Source: an optimization exercise on an open RTL-to-GDS flow (aim: small area and few clock cycles). Production flows keep margins and buffers that such runs may drop. In this exercise RTL edits were held to simulation tests only and were not proved equivalent to the original.

== raven ==
## rotated_span_address_generator_core
module rotated_span_address_generator_core (
    input  wire logic                        i_clk,
    input  wire logic                        i_rst_n,
    input  wire logic                        i_start,
    output logic                             o_busy,
    input  wire logic                        i_cfg_we,
    input  wire logic [2:0]                  i_cfg_index,
    input  wire logic [15:0]                 i_cfg_data,
    input  wire logic signed [15:0]          i_row_offset,
    input  wire logic signed [15:0]          i_column_offset,
    input  wire logic signed [15:0]          i_src_start_x,
    input  wire logic signed [15:0]          i_src_start_y,
    input  wire logic signed [31:0]          i_step_x,
    input  wire logic signed [31:0]          i_step_y,
    input  wire logic [rsag_pkg::LEN_W-1:0]  i_span_length,
    output logic                             o_valid,
    output logic signed [47:0]               o_source_offset,
    output logic signed [47:0]               o_dest_offset,
    output logic                             o_last_pixel
);
For scale: about 4100 cells after synthesis.
clock: 7.0 ns
lec_check: 0
abc_area: 1
cap_margin: 20
core_margin: 2
core_utilization: 65
cts_buf_list: sky130_fd_sc_hd__clkbuf_16
cts_cluster_diameter: 100
cts_cluster_size: 30
slew_margin: 20
run.sh (not shown) runs the stock make flow with config.mk's settings and CLKGATE_MAP_FILE= SYNTH_SCRIPT=/design/flow/synth_recipe.tcl, a recipe that flattens the netlist after the stock synthesis.
Testbench counts of raven, summed over its fixed seeds: cycles 126,883.
## Diff of input files: tundra against raven
--- a/flow/config.mk
+++ b/flow/config.mk
@@ -11,5 +11,5 @@
 export CORE_UTILIZATION = 65
 export CTS_BUF_LIST = sky130_fd_sc_hd__clkbuf_16
-export CTS_CLUSTER_DIAMETER = 100
+export CTS_CLUSTER_DIAMETER = 60
 export CTS_CLUSTER_SIZE = 30
 export SLEW_MARGIN = 20
[summary]
- Every stage of the flow completed for tundra, and the final layout passed the timing, DRC and antenna checks.
- Sum of routed wire segments on met1 (higher): tundra
- | final cell count without fillers | tundra vs raven | 34 higher |
- Taking raven as the reference, in tundra worst path arrival time increased by 0.18 ns relative to the old numbers; wire length of the first global-routing pass +2000 um.
- Delta (tundra minus raven): reg-to-reg setup timing slack now sits lower; count of clock buffers in the final design now sits higher; number of ports placed on the die boundary now sits at about the same level; critical path depth now sits lower.
- tundra vs raven: relative area change from synthesis to final layout up in tundra
> inputs changed (tundra -> onyx)
--- a/flow/config.mk
+++ b/flow/config.mk
@@ -9,7 +9,5 @@
 export CAP_MARGIN = 20
 export CORE_MARGIN = 2
-export CORE_UTILIZATION = 65
-export CTS_BUF_LIST = sky130_fd_sc_hd__clkbuf_16
-export CTS_CLUSTER_DIAMETER = 60
-export CTS_CLUSTER_SIZE = 30
+export CORE_UTILIZATION = 55
+export CTS_BUF_LIST = sky130_fd_sc_hd__clkbuf_4 sky130_fd_sc_hd__clkbuf_8
 export SLEW_MARGIN = 20
--- outcome ---
Taking tundra as the reference, in onyx fraction of area in registers lower, final cell area excluding filler cells higher. Relative slew slack: onyx better than tundra. Detailed route, onyx vs tundra: via total lower for onyx. In the reports for onyx and tundra, the larger number of non-clock buffers in the layout belongs to tundra. Where worst setup slack is concerned, tundra is outperformed by onyx. Looking at biggest fanout along the worst timing path, onyx sits 3 lower than tundra does.
Input-level comparison between pepper and onyx:
--- a/flow/config.mk
+++ b/flow/config.mk
@@ -9,5 +9,4 @@
 export CAP_MARGIN = 20
 export CORE_MARGIN = 2
-export CORE_UTILIZATION = 55
-export CTS_BUF_LIST = sky130_fd_sc_hd__clkbuf_4 sky130_fd_sc_hd__clkbuf_8
+export CORE_UTILIZATION = 40
 export SLEW_MARGIN = 20
[summary]
Looking at the reports, pepper completed the entire flow and the layout it produced met the timing, DRC and antenna checks. The relative area change from synthesis to final layout reported for pepper is greater than that of onyx by 1.6 points. Side by side, number of antenna cells inserted turned out lower in pepper than in onyx. When pepper is set beside onyx, its fraction of layout instances using a drive strength above 1 turns out to be 0.96 points smaller. On sequential cell area share, the lower figure sits with pepper, not onyx. Diff onyx -> pepper | setup slack | decrease of 0.12 ns.
Input-level comparison between sierra and pepper:
--- a/flow/config.mk
+++ b/flow/config.mk
@@ -9,4 +9,7 @@
 export CAP_MARGIN = 20
 export CORE_MARGIN = 2
-export CORE_UTILIZATION = 40
+export CORE_UTILIZATION = 65
+export CTS_BUF_LIST = sky130_fd_sc_hd__clkbuf_16
+export CTS_CLUSTER_DIAMETER = 80
+export CTS_CLUSTER_SIZE = 20
 export SLEW_MARGIN = 20
==> summary.txt <==
In sierra, the cell count of the worst hold path came out 2 below the value in pepper.
In sierra the number of cells after detailed placement turned out 473 lower than in pepper.
Looking at met3 capacity usage during global routing, sierra sits above pepper.
Comparing sierra against pepper, there is no change at all in global route total overflow.
Length in cells of the worst reg-to-reg path ended up 4.9% lower on sierra than on pepper.
The run showing the smaller wire length of the first global-routing pass is sierra.
Between sierra and pepper, the difference in smallest hold slack is negligible.
Routed wire in sierra totals less than in pepper.
sierra: cell count lower than pepper
sierra gives more fraction of area in multi-input gates than pepper did.

---

Starting RTL as in the previous note.
Settings: LEC_CHECK=0, CAP_MARGIN=20, CORE_MARGIN=2, CORE_UTILIZATION=40, SLEW_MARGIN=20; clock period 7.0 ns.
The baseline ran to the end with no violations.
Testbench counts at the start, summed over its fixed seeds: cycles 126,883.
Change:
- ABC_AREA: default -> 1
- CORE_UTILIZATION: 40 -> 60
- CTS_BUF_LIST: default -> sky130_fd_sc_hd__clkbuf_8
- CTS_CLUSTER_SIZE: default -> 25
- final cell count fell by a few percent
- routed wire length fell by a few percent
- critical path depth rose by 7
- global-route usage rose by 13 points
- non-clock buffer count fell by 230
- via count rose slightly
- clock skew rose by 21 ps
- synthesized cell count rose by a little under a tenth
- cell area fell by a little under a tenth

---

rotated_span_address_generator_core, a different RTL version from the one above (not shown whole).
Size in the first run: ~4100 cells after synthesis, roughly 540 flip-flops, ~260 I/O pins, roughly 34000 sq um of cells after synthesis.
make LEC_CHECK=0 ABC_AREA=1 CAP_MARGIN=20 CORE_MARGIN=2 CORE_UTILIZATION=60 CTS_BUF_LIST=sky130_fd_sc_hd__clkbuf_16 CTS_CLUSTER_DIAMETER=80 CTS_CLUSTER_SIZE=20 PLACE_DENSITY=0.75 SLEW_MARGIN=20 finish   # period 7.0 ns
Testbench counts at the start, summed over its fixed seeds: cycles 125,535.
Next try:
CORE_UTILIZATION = 65   (was 60)
GPL_ROUTABILITY_DRIVEN = 0   (was unset)
GPL_TIMING_DRIVEN = 0   (was unset)
PLACE_DENSITY = unset   (was 0.75)
Die area went down by a little under a tenth.
Cell count went up slightly.
Worst setup slack got worse by 0.098 ns.
Synthesized area does not change.
Sequential share of layout area went down by 0.51 points.
Count of clock-buffer cells in the layout went up by 3.
Critical path depth went down by 2.
Wire length went up by a little under a tenth.
Non-clock buffer count went up by 104.
Next try:
CTS_CLUSTER_DIAMETER = 90   (was 80)
CTS_CLUSTER_SIZE = 25   (was 20)
GPL_ROUTABILITY_DRIVEN = unset   (was 0)
GPL_TIMING_DRIVEN = unset   (was 0)
Outcome: Design area decreases by 2.1%. Global-route usage decreases by 3.6 points. Cell count decreases by 2.4%.
Next try:
CTS_CLUSTER_DIAMETER = 80   (was 90)
CTS_CLUSTER_SIZE = 20   (was 25)
Outcome:
- The changed run produced a clean layout
- worst setup slack is worse by 0.029 ns
- core utilization went up by 0.40 points

-- separate check: timing with driven ports --
How much do the figures lean on ideal ports? The routed layouts below were timed once more, with nothing changed but the port constraints.
Step 1 (the two cells are an assumption about what drives the block):
set clk [get_ports {i_clk}]
set_driving_cell -lib_cell sky130_fd_sc_hd__clkbuf_16 $clk
set_driving_cell -lib_cell sky130_fd_sc_hd__buf_2 [delete_from_list [all_inputs] $clk]
Step 2 times the ports against the registers' clock, not the clock port: input delays grow and output delays shrink by t, the midpoint of the rising clock arrivals with the driver on.
Slacks: ideal ports / drivers / drivers and shift; pairs: ideal ports / drivers.
| run | t (ns) | slack for setup (ns) | hold slack, ns | worst slew at a driven data input, ns |
|---|---|---|---|---|
| raven | 0.658 | 0.560 / 0.560 / -0.035 | 0.464 / 0.464 / 0.464 | 0.09 |
| tundra | 0.657 | 0.442 / 0.478 / -0.179 | 0.451 / 0.451 / 0.451 | 0.09 |
| onyx | 0.778 | 0.574 / 0.574 / -0.092 | 0.419 / 0.419 / 0.419 | 0.09 |
| pepper | 0.691 | 0.457 / 0.499 / -0.192 | 0.457 / 0.457 / 0.457 | 0.08 |
| sierra | 0.649 | 0.552 / 0.552 / -0.029 | 0.455 / 0.455 / 0.455 | 0.09 |
| the first run of note 2 | 0.709 | 0.285 / 0.304 / -0.405 | 0.437 / 0.437 / 0.437 | 0.09 |
| the second run of note 2 | 0.759 | 0.568 / 0.568 / -0.041 | 0.443 / 0.443 / 0.443 | 0.09 |
| the first run of note 3 | 0.637 | 0.446 / 0.481 / -0.151 | 0.427 / 0.427 / 0.427 | 0.06 |
| the second run of note 3 | 0.651 | 0.349 / 0.386 / -0.265 | 0.448 / 0.448 / 0.448 | 0.04 |
| the third run of note 3 | 0.674 | 0.421 / 0.421 / -0.182 | 0.462 / 0.462 / 0.462 | 0.05 |
| the fourth run of note 3 | 0.635 | 0.392 / 0.392 / -0.205 | 0.459 / 0.459 / 0.459 | 0.05 |
With both steps, setup timing fails in every run listed, where it was met with ideal ports. For the first run of note 2, which loses most, drivers alone change the setup slack by +0.019 ns; drivers and shift together by -0.690 ns.
